Context: an optimization exercise on an open-source flow, tuned for small area and a short achievable clock period. The choices shown serve that exercise and are no tape-out recipe. At most, simulation tests tie the RTL to the original design; equivalence was not proved.

Design bits_instruction_cache, start of the top module:
module bits_instruction_cache
(
  input logic clk,
  input logic resetB,
  input logic mem_req,
  output logic mem_ack,
  input bits_pkg::word_t instruction_word,
  input bits_pkg::byte_mask_t valid_bytes,
  input bits_pkg::take_code_t instruction_process,
  output bits_pkg::cache_t instruction_cache,
  output logic space_available
);
  logic load_valid;
  logic [BYTE_COUNT_BITS-1:0] load_bytes;
  logic load_taken;
  bits_fill_ctrl u_fill_ctrl (
    .clk (clk),
    .resetB (resetB),
    .mem_req (mem_req),
    .valid_bytes (valid_bytes),
    .mem_ack (mem_ack),
    .space_available (space_available),
    .load_taken (load_taken),
    .load_valid (load_valid),
    .load_bytes (load_bytes)
  );
  bits_bit_buffer u_bit_buffer (
    .clk (clk),
    .resetB (resetB),
    .take (instruction_process),
    .load_valid (load_valid),
    .load_word (instruction_word),
    .load_bytes (load_bytes),
    .load_taken (load_taken),
    .instruction_cache (instruction_cache),
    .space_available (space_available)
  );
endmodule
==> module bits_bit_buffer, before the edit <==
module bits_bit_buffer
(
  input logic clk,
  input logic resetB,
  input bits_pkg::take_code_t take,
  input logic load_valid,
  input bits_pkg::word_t load_word,
  input logic [BYTE_COUNT_BITS-1:0] load_bytes,
  output logic load_taken,
  output bits_pkg::cache_t instruction_cache,
  output logic space_available
);
  localparam int STAGES = 7;
  bits_pkg::fill_level_t room;
  bits_pkg::fill_level_t room_next;
  bits_pkg::fill_level_t take_len;
  logic [TAKE_CODES-1:0] take_fits;
  logic take_valid;
  logic [STAGES-1:0] load_amt;
  logic [STAGES-1:0] shift_amt;
  bits_pkg::cache_t shift_out;
  logic [WORD_BITS-1:0] keep_hi;
  function automatic bits_pkg::fill_level_t take_length(input bits_pkg::take_code_t code);
    bits_pkg::fill_level_t len;
    begin
      case (code)
      5'd0: len = 8'd11;
      5'd1: len = 8'd16;
      5'd2: len = 8'd21;
      5'd3: len = 8'd26;
      5'd4: len = 8'd31;
      5'd5: len = 8'd36;
      5'd6: len = 8'd41;
      5'd7: len = 8'd46;
      5'd8: len = 8'd51;
      5'd9: len = 8'd56;
      5'd10: len = 8'd61;
      5'd11: len = 8'd66;
      5'd12: len = 8'd71;
      5'd13: len = 8'd76;
      5'd14: len = 8'd81;
      5'd15: len = 8'd86;
      5'd16: len = 8'd22;
      5'd17: len = 8'd18;
      default: len = 8'd0;
      endcase
      take_length = len;
    end
  endfunction
  function automatic logic at_most(input bits_pkg::fill_level_t x, input bits_pkg::fill_level_t k);
    logic gt;
    logic eq;
    begin
      gt = 1'b0;
      eq = 1'b1;
      for (int i = 7; i >= 0; i--)
      begin
        if (k[i])
        begin
          eq = eq & x[i];
        end
        else
        begin
          gt = gt | (eq & x[i]);
          eq = eq & !x[i];
        end
      end
      at_most = !gt;
    end
  endfunction
  for (genvar c = 0; c < TAKE_CODES; c++)
  begin : g_fits
    assign take_fits[c] = at_most(room, bits_pkg::fill_level_t'(CACHE_BITS) - take_length(bits_pkg::take_code_t'(c)));
  end
  assign take_len = take_length(take);
  assign space_available = room[7] | room[6];
  assign load_amt = {room[7], room[5:0]};
  logic [3:0] code_lo;
  logic [3:0] code_mid;
  logic [3:0] fits_grp;
  logic fits_lo;
  logic take_valid_n;
  bits_onehot2 u_code_lo (.a (take[1:0]), .y (code_lo));
  bits_onehot2 u_code_mid (.a (take[3:2]), .y (code_mid));
  for (genvar m = 0; m < 4; m++)
  begin : g_grp
    bits_and_or4 u_grp (.s (code_lo), .d (take_fits[4 * m +: 4]), .y (fits_grp[m]));
  end
  bits_and_or4 u_fits_lo (.s (code_mid), .d (fits_grp), .y (fits_lo));
  bits_take_valid u_take_valid (
    .code_hi (take[4]),
    .fits_lo (fits_lo),
    .mid_zero (code_mid[0]),
    .lo_zero (code_lo[0]),
    .lo_one (code_lo[1]),
    .fits_16 (take_fits[16]),
    .fits_17 (take_fits[17]),
    .y (take_valid),
    .y_n (take_valid_n)
  );
  logic [STAGES-1:0] shift_amt_n;
  logic load_taken_n;
  for (genvar k = 0; k < STAGES; k++)
  begin : g_sel
    bits_pick u_pick (.t (take_valid), .t_n (take_valid_n), .a (take_len[k]), .b (load_valid & load_amt[k]), .y (shift_amt[k]), .y_n (shift_amt_n[k]));
  end
  bits_pick u_load (.t (take_valid), .t_n (take_valid_n), .a (1'b0), .b (load_valid), .y (load_taken), .y_n (load_taken_n));
  logic [CACHE_BITS-1:0] stage [STAGES+1];
  for (genvar i = 0; i < WORD_BITS; i++)
  begin : g_in
    bits_oai22 u_in (.sa_n(load_taken), .a(instruction_cache[i]), .sb_n(load_taken_n), .b(load_word[i]), .y(stage[0][i]));
  end
  assign stage[0][CACHE_BITS-1:WORD_BITS] = ~instruction_cache[CACHE_BITS-1:WORD_BITS];
  for (genvar s = 0; s < STAGES; s++)
  begin : g_stage
    for (genvar i = 0; i < CACHE_BITS; i++)
    begin : g_bit
      if (i >= (1 << s))
      begin : g_mux
        bits_oai22 u_mux (.sa_n(shift_amt[s]), .a(stage[s][i]), .sb_n(shift_amt_n[s]), .b(stage[s][i - (1 << s)]), .y(stage[s+1][i]));
      end
      else
      begin : g_pass
        assign stage[s+1][i] = ~stage[s][i];
      end
    end
  end
  assign shift_out = stage[STAGES];
  logic [7:0] grp_lt;
  logic [7:0] grp_eq;
  logic [7:0] low_le;
  always_comb
  begin
    for (int p = 0; p < 8; p++)
    begin
      grp_lt[p] = load_taken && (load_amt[6:3] < 4'(p));
      grp_eq[p] = load_taken && (load_amt[6:3] == 4'(p));
    end
    for (int q = 0; q < 8; q++)
    begin
      low_le[q] = (load_amt[2:0] <= 3'(q));
    end
  end
  for (genvar j = 0; j < WORD_BITS; j++)
  begin : g_keep
    assign keep_hi[j] = grp_lt[j / 8] || (grp_eq[j / 8] && low_le[j % 8]);
  end
  bits_pkg::fill_level_t room_take;
  bits_pkg::fill_level_t room_load;
  assign room_take = room + take_len;
  assign room_load = {room[7:3] - 5'(load_bytes), room[2:0]};
  always_comb
  begin
    if (take_valid)
    begin
      room_next = room_take;
    end
    else if (load_taken)
    begin
      room_next = room_load;
    end
    else
    begin
      room_next = room;
    end
  end
  always_ff @(posedge clk)
  begin
    for (int j = 0; j < WORD_BITS; j++)
    begin
      instruction_cache[j] <= shift_out[j];
      if (!keep_hi[j])
      begin
        instruction_cache[WORD_BITS + j] <= shift_out[WORD_BITS + j];
      end
    end
  end
  always_ff @(posedge clk or negedge resetB)
  begin
    if (!resetB)
    begin
      room <= bits_pkg::fill_level_t'(CACHE_BITS);
    end
    else
    begin
      room <= room_next;
    end
  end
endmodule
==> flow/config.mk <==
export PLATFORM = sky130hd
export DESIGN_NAME = bits_instruction_cache
export DESIGN_NICKNAME = bits_instruction_cache
export VERILOG_FILES = /design/flow/design.v
export SDC_FILE = /design/flow/constraint.sdc
export NUM_CORES = 4
export LEC_CHECK = 0
export CAP_MARGIN = 20
export CORE_MARGIN = 2
export CORE_UTILIZATION = 30
export CTS_BUF_LIST = sky130_fd_sc_hd__clkbuf_4 sky130_fd_sc_hd__clkbuf_8
export PLACE_DENSITY = 0.45
export SETUP_SLACK_MARGIN = 1.0
export SLEW_MARGIN = 20
export SYNTH_HIERARCHICAL = 1
==> flow/constraint.sdc <==
create_clock -name core_clock -period 6.5 [get_ports {clk}]
set_input_delay 1.3000 -clock core_clock [delete_from_list [all_inputs] [get_ports {clk}]]
set_output_delay 1.3000 -clock core_clock [all_outputs]
set_load 0.01 [all_outputs]
standard.sh (not shown) runs the stock make flow with config.mk's settings and CLKGATE_MAP_FILE= SYNTH_SCRIPT=/design/flow/synth_recipe.tcl, a recipe that flattens the netlist after the stock synthesis.
==> flow/flow/run.sh <==
#!/bin/bash
# The standard layout, with every input and output port buffered by a plain
# buffer (sky130_fd_sc_hd__buf_1) instead of the delay buffer that
# buffer_ports picks on its own. The resizer may still size these up.
set -euo pipefail
export BUFFER_PORTS_ARGS="-buffer_cell sky130_fd_sc_hd__buf_1"
bash standard.sh > standard.log 2>&1
Then changed:
--- a/flow/design.v
+++ b/flow/design.v
@@ -222,11 +222,11 @@
   end
   bits_pick u_load (.t (take_valid), .t_n (take_valid_n), .a (1'b0), .b (load_valid), .y (load_taken), .y_n (load_taken_n));
   logic [CACHE_BITS-1:0] stage [STAGES+1];
   for (genvar i = 0; i < WORD_BITS; i++)
   begin : g_in
-    bits_oai22 u_in (.sa_n(load_taken), .a(instruction_cache[i]), .sb_n(load_taken_n), .b(load_word[i]), .y(stage[0][i]));
+    bits_oai22 u_in (.sa_n(load_valid), .a(instruction_cache[i]), .sb_n(!load_valid), .b(load_word[i]), .y(stage[0][i]));
   end
   assign stage[0][CACHE_BITS-1:WORD_BITS] = ~instruction_cache[CACHE_BITS-1:WORD_BITS];
   for (genvar s = 0; s < STAGES; s++)
   begin : g_stage
     for (genvar i = 0; i < CACHE_BITS; i++)
Design area fell slightly.
Setup slack gains 110 ps.
Non-clock buffer count fell by 18.
Hold slack gains 47 ps.
Die area stays flat.
Global-route usage rose by 1.5 points.
Cell count fell slightly.
Via count fell by a few percent.
Clock skew is about the same.
Wire length rose by a few percent.
Maximum frequency rose by a few percent.
No run of this note included a check of the RTL's function; only the layout flow was run.

========
The RTL this note starts from:
==> flow/design.v <==
`default_nettype none
package bits_pkg;
  localparam int CACHE_BITS = 128;
  localparam int WORD_BITS = 64;
  localparam int WORD_BYTES = 8;
  localparam int BYTE_COUNT_BITS = $clog2(WORD_BYTES + 1);
  localparam int SPACE_LIMIT = CACHE_BITS - WORD_BITS;
  localparam int TAKE_CODES = 18;
  localparam int TAKE_BITS = 5;
  typedef logic [CACHE_BITS-1:0] cache_t;
  typedef logic [WORD_BITS-1:0] word_t;
  typedef logic [WORD_BYTES-1:0] byte_mask_t;
  typedef logic [$clog2(CACHE_BITS + 1)-1:0] fill_level_t;
  typedef logic [TAKE_BITS-1:0] take_code_t;
  localparam fill_level_t LIT_BASE_BITS = 8'd11;
  localparam fill_level_t LIT_STEP_BITS = 8'd5;
  localparam int LIT_CODES = 16;
  localparam take_code_t OP_TYPE1_CODE = 5'd16;
  localparam take_code_t OP_TYPE2_CODE = 5'd17;
  localparam fill_level_t OP_TYPE1_BITS = 8'd22;
  localparam fill_level_t OP_TYPE2_BITS = 8'd18;
  typedef struct packed {
    logic valid;
    word_t word;
    fill_level_t bits;
  } fill_t;
  typedef enum logic [0:0] {
    FILL_IDLE = 1'b0,
    FILL_ACK = 1'b1
  } fill_state_e;
endpackage
`default_nettype wire
`default_nettype none
import bits_pkg::*;
module bits_fill_ctrl
(
  input logic clk,
  input logic resetB,
  input logic mem_req,
  input bits_pkg::byte_mask_t valid_bytes,
  output logic mem_ack,
  input logic space_available,
  input logic load_taken,
  output logic load_valid,
  output logic [BYTE_COUNT_BITS-1:0] load_bytes
);
  bits_pkg::fill_state_e state;
  bits_pkg::fill_state_e state_next;
  logic [WORD_BYTES-1:0] sorted [7];
  logic [WORD_BYTES-1:0] at_least;
  function automatic logic [WORD_BYTES-1:0] exchange(input logic [WORD_BYTES-1:0] v, input int a, input int b);
    logic [WORD_BYTES-1:0] r;
    begin
      r = v;
      r[a] = v[a] | v[b];
      r[b] = v[a] & v[b];
      exchange = r;
    end
  endfunction
  always_comb
  begin
    sorted[0] = valid_bytes;
    sorted[1] = exchange(exchange(exchange(exchange(sorted[0], 0, 1), 2, 3), 4, 5), 6, 7);
    sorted[2] = exchange(exchange(exchange(exchange(sorted[1], 0, 2), 1, 3), 4, 6), 5, 7);
    sorted[3] = exchange(exchange(sorted[2], 1, 2), 5, 6);
    sorted[4] = exchange(exchange(exchange(exchange(sorted[3], 0, 4), 1, 5), 2, 6), 3, 7);
    sorted[5] = exchange(exchange(sorted[4], 2, 4), 3, 5);
    sorted[6] = exchange(exchange(exchange(sorted[5], 1, 2), 3, 4), 5, 6);
    at_least = sorted[6];
    load_bytes[3] = at_least[7];
    load_bytes[2] = at_least[3] & !at_least[7];
    load_bytes[1] = (at_least[1] & !at_least[3]) | (at_least[5] & !at_least[7]);
    load_bytes[0] = (at_least[0] & !at_least[1]) | (at_least[2] & !at_least[3])
                  | (at_least[4] & !at_least[5]) | (at_least[6] & !at_least[7]);
  end
  assign load_valid = (state == FILL_IDLE) && mem_req && space_available;
  always_comb
  begin
    state_next = state;
    case (state)
      FILL_IDLE:
      begin
        if (load_taken)
        begin
          state_next = FILL_ACK;
        end
      end
      FILL_ACK:
      begin
        if (!mem_req)
        begin
          state_next = FILL_IDLE;
        end
      end
      default:
      begin
        state_next = FILL_IDLE;
      end
    endcase
  end
  always_ff @(posedge clk or negedge resetB)
  begin
    if (!resetB)
    begin
      state <= FILL_IDLE;
    end
    else
    begin
      state <= state_next;
    end
  end
  assign mem_ack = (state == FILL_ACK);
endmodule
`default_nettype wire
`default_nettype none
import bits_pkg::*;
module bits_bit_buffer
(
  input logic clk,
  input logic resetB,
  input bits_pkg::take_code_t take,
  input logic load_valid,
  input bits_pkg::word_t load_word,
  input logic [BYTE_COUNT_BITS-1:0] load_bytes,
  output logic load_taken,
  output bits_pkg::cache_t instruction_cache,
  output logic space_available
);
  localparam int STAGES = 7;
  bits_pkg::fill_level_t room;
  bits_pkg::fill_level_t room_next;
  bits_pkg::fill_level_t take_len;
  logic [TAKE_CODES-1:0] take_fits;
  logic take_valid;
  logic [STAGES-1:0] load_amt;
  logic [STAGES-1:0] shift_amt;
  bits_pkg::cache_t shift_out;
  logic [WORD_BITS-1:0] keep_hi;
  function automatic bits_pkg::fill_level_t take_length(input bits_pkg::take_code_t code);
    bits_pkg::fill_level_t len;
    begin
      case (code)
      5'd0: len = 8'd11;
      5'd1: len = 8'd16;
      5'd2: len = 8'd21;
      5'd3: len = 8'd26;
      5'd4: len = 8'd31;
      5'd5: len = 8'd36;
      5'd6: len = 8'd41;
      5'd7: len = 8'd46;
      5'd8: len = 8'd51;
      5'd9: len = 8'd56;
      5'd10: len = 8'd61;
      5'd11: len = 8'd66;
      5'd12: len = 8'd71;
      5'd13: len = 8'd76;
      5'd14: len = 8'd81;
      5'd15: len = 8'd86;
      5'd16: len = 8'd22;
      5'd17: len = 8'd18;
      default: len = 8'd0;
      endcase
      take_length = len;
    end
  endfunction
  function automatic logic at_most(input bits_pkg::fill_level_t x, input bits_pkg::fill_level_t k);
    logic gt;
    logic eq;
    begin
      gt = 1'b0;
      eq = 1'b1;
      for (int i = $bits(x) - 1; i >= 0; i--)
      begin
        if (k[i])
        begin
          eq = eq & x[i];
        end
        else
        begin
          gt = gt | (eq & x[i]);
          eq = eq & !x[i];
        end
      end
      at_most = !gt;
    end
  endfunction
  for (genvar c = 0; c < TAKE_CODES; c++)
  begin : g_fits
    assign take_fits[c] = at_most(room, bits_pkg::fill_level_t'(CACHE_BITS) - take_length(bits_pkg::take_code_t'(c)));
  end
  always_comb
  begin
    take_len = take_length(take);
    take_valid = 1'b0;
    if (take < bits_pkg::take_code_t'(TAKE_CODES))
    begin
      take_valid = take_fits[take];
    end
  end
  assign load_taken = load_valid && !take_valid;
  assign space_available = room[7] | room[6];
  assign load_amt = {room[7], room[5:0]};
  always_comb
  begin
    if (take_valid)
    begin
      shift_amt = take_len[STAGES-1:0];
    end
    else if (load_valid)
    begin
      shift_amt = load_amt;
    end
    else
    begin
      shift_amt = '0;
    end
  end
  logic [CACHE_BITS-1:0] stage [STAGES+1];
  for (genvar i = 0; i < WORD_BITS; i++)
  begin : g_in
    bits_oai22 u_in (.sa_n(load_taken), .a(instruction_cache[i]), .sb_n(!load_taken), .b(load_word[i]), .y(stage[0][i]));
  end
  assign stage[0][CACHE_BITS-1:WORD_BITS] = ~instruction_cache[CACHE_BITS-1:WORD_BITS];
  for (genvar s = 0; s < STAGES; s++)
  begin : g_stage
    for (genvar i = 0; i < CACHE_BITS; i++)
    begin : g_bit
      if (i >= (1 << s))
      begin : g_mux
        bits_oai22 u_mux (.sa_n(shift_amt[s]), .a(stage[s][i]), .sb_n(!shift_amt[s]), .b(stage[s][i - (1 << s)]), .y(stage[s+1][i]));
      end
      else
      begin : g_pass
        assign stage[s+1][i] = ~stage[s][i];
      end
    end
  end
  assign shift_out = stage[STAGES];
  logic [7:0] grp_lt;
  logic [7:0] grp_eq;
  logic [7:0] low_le;
  always_comb
  begin
    for (int p = 0; p < 8; p++)
    begin
      grp_lt[p] = load_taken && (load_amt[6:3] < 4'(p));
      grp_eq[p] = load_taken && (load_amt[6:3] == 4'(p));
    end
    for (int q = 0; q < 8; q++)
    begin
      low_le[q] = (load_amt[2:0] <= 3'(q));
    end
  end
  for (genvar j = 0; j < WORD_BITS; j++)
  begin : g_keep
    assign keep_hi[j] = grp_lt[j / 8] || (grp_eq[j / 8] && low_le[j % 8]);
  end
  bits_pkg::fill_level_t room_take;
  bits_pkg::fill_level_t room_load;
  assign room_take = room + take_len;
  assign room_load = {room[7:3] - 5'(load_bytes), room[2:0]};
  always_comb
  begin
    if (take_valid)
    begin
      room_next = room_take;
    end
    else if (load_taken)
    begin
      room_next = room_load;
    end
    else
    begin
      room_next = room;
    end
  end
  always_ff @(posedge clk)
  begin
    for (int j = 0; j < WORD_BITS; j++)
    begin
      instruction_cache[j] <= shift_out[j];
      if (!keep_hi[j])
      begin
        instruction_cache[WORD_BITS + j] <= shift_out[WORD_BITS + j];
      end
    end
  end
  always_ff @(posedge clk or negedge resetB)
  begin
    if (!resetB)
    begin
      room <= bits_pkg::fill_level_t'(CACHE_BITS);
    end
    else
    begin
      room <= room_next;
    end
  end
endmodule
`default_nettype wire
`default_nettype none
module bits_oai22
(
  input logic sa_n,
  input logic a,
  input logic sb_n,
  input logic b,
  output logic y
);
  assign y = ~((a | sa_n) & (b | sb_n));
endmodule
`default_nettype wire
`default_nettype none
import bits_pkg::*;
module bits_instruction_cache
(
  input logic clk,
  input logic resetB,
  input logic mem_req,
  output logic mem_ack,
  input bits_pkg::word_t instruction_word,
  input bits_pkg::byte_mask_t valid_bytes,
  input bits_pkg::take_code_t instruction_process,
  output bits_pkg::cache_t instruction_cache,
  output logic space_available
);
  logic load_valid;
  logic [BYTE_COUNT_BITS-1:0] load_bytes;
  logic load_taken;
  bits_fill_ctrl u_fill_ctrl (
    .clk (clk),
    .resetB (resetB),
    .mem_req (mem_req),
    .valid_bytes (valid_bytes),
    .mem_ack (mem_ack),
    .space_available (space_available),
    .load_taken (load_taken),
    .load_valid (load_valid),
    .load_bytes (load_bytes)
  );
  bits_bit_buffer u_bit_buffer (
    .clk (clk),
    .resetB (resetB),
    .take (instruction_process),
    .load_valid (load_valid),
    .load_word (instruction_word),
    .load_bytes (load_bytes),
    .load_taken (load_taken),
    .instruction_cache (instruction_cache),
    .space_available (space_available)
  );
endmodule
`default_nettype wire
clock: 6.5 ns
lec_check: 0
cap_margin: 20
core_margin: 2
core_utilization: 30
cts_buf_list: sky130_fd_sc_hd__clkbuf_4 sky130_fd_sc_hd__clkbuf_8
place_density: 0.45
setup_slack_margin: 1.0
slew_margin: 20
synth_hierarchical: 1
Scripts as last shown in full above: flow/flow/run.sh
The first run completed with no timing, DRC or antenna violations.
Then changed:
--- a/flow/design.v
+++ b/flow/design.v
@@ -170,5 +170,5 @@
       gt = 1'b0;
       eq = 1'b1;
-      for (int i = $bits(x) - 1; i >= 0; i--)
+      for (int i = 7; i >= 0; i--)
       begin
         if (k[i])
Effect: Fmax stays the same. Non-clock buffer count does not change. Via count does not change. Routed wire length stays the same. Sequential cell count does not change. Cell count stays the same. Critical path depth stays the same.
The RTL of the first run of this note was laid out without a check of its function.

what the ideal ports hide:
In the flow no input, the clock included, has a driving cell. The finished layouts below were timed again as built, in two steps.
Step 1 assumes that a clkbuf_16 drives the clock port and a buf_2 every other input.
Step 2 times the ports against the registers' clock, not the clock port: input delays grow and output delays shrink by t, the midpoint of the rising clock arrivals with the driver on.
Slacks: ideal ports / drivers / drivers and shift; pairs: ideal ports / drivers.
| run | t, ns | slack for setup (ns) | clock arrival spread, ns | cell pins on the clock port's net |
|---|---|---|---|---|
| the first run of note 1 | 0.549 | 0.961 / 0.961 / 0.515 | 0.023 / 0.022 | 1 |
| the second run of note 1 | 0.561 | 1.070 / 1.093 / 0.532 | 0.022 / 0.022 | 1 |
| the first run of note 2 | 0.561 | 1.038 / 1.062 / 0.500 | 0.017 / 0.017 | 1 |
| the second run of note 2 | 0.561 | 1.038 / 1.062 / 0.500 | 0.017 / 0.017 | 1 |
After both steps setup and hold are still met in every run listed.
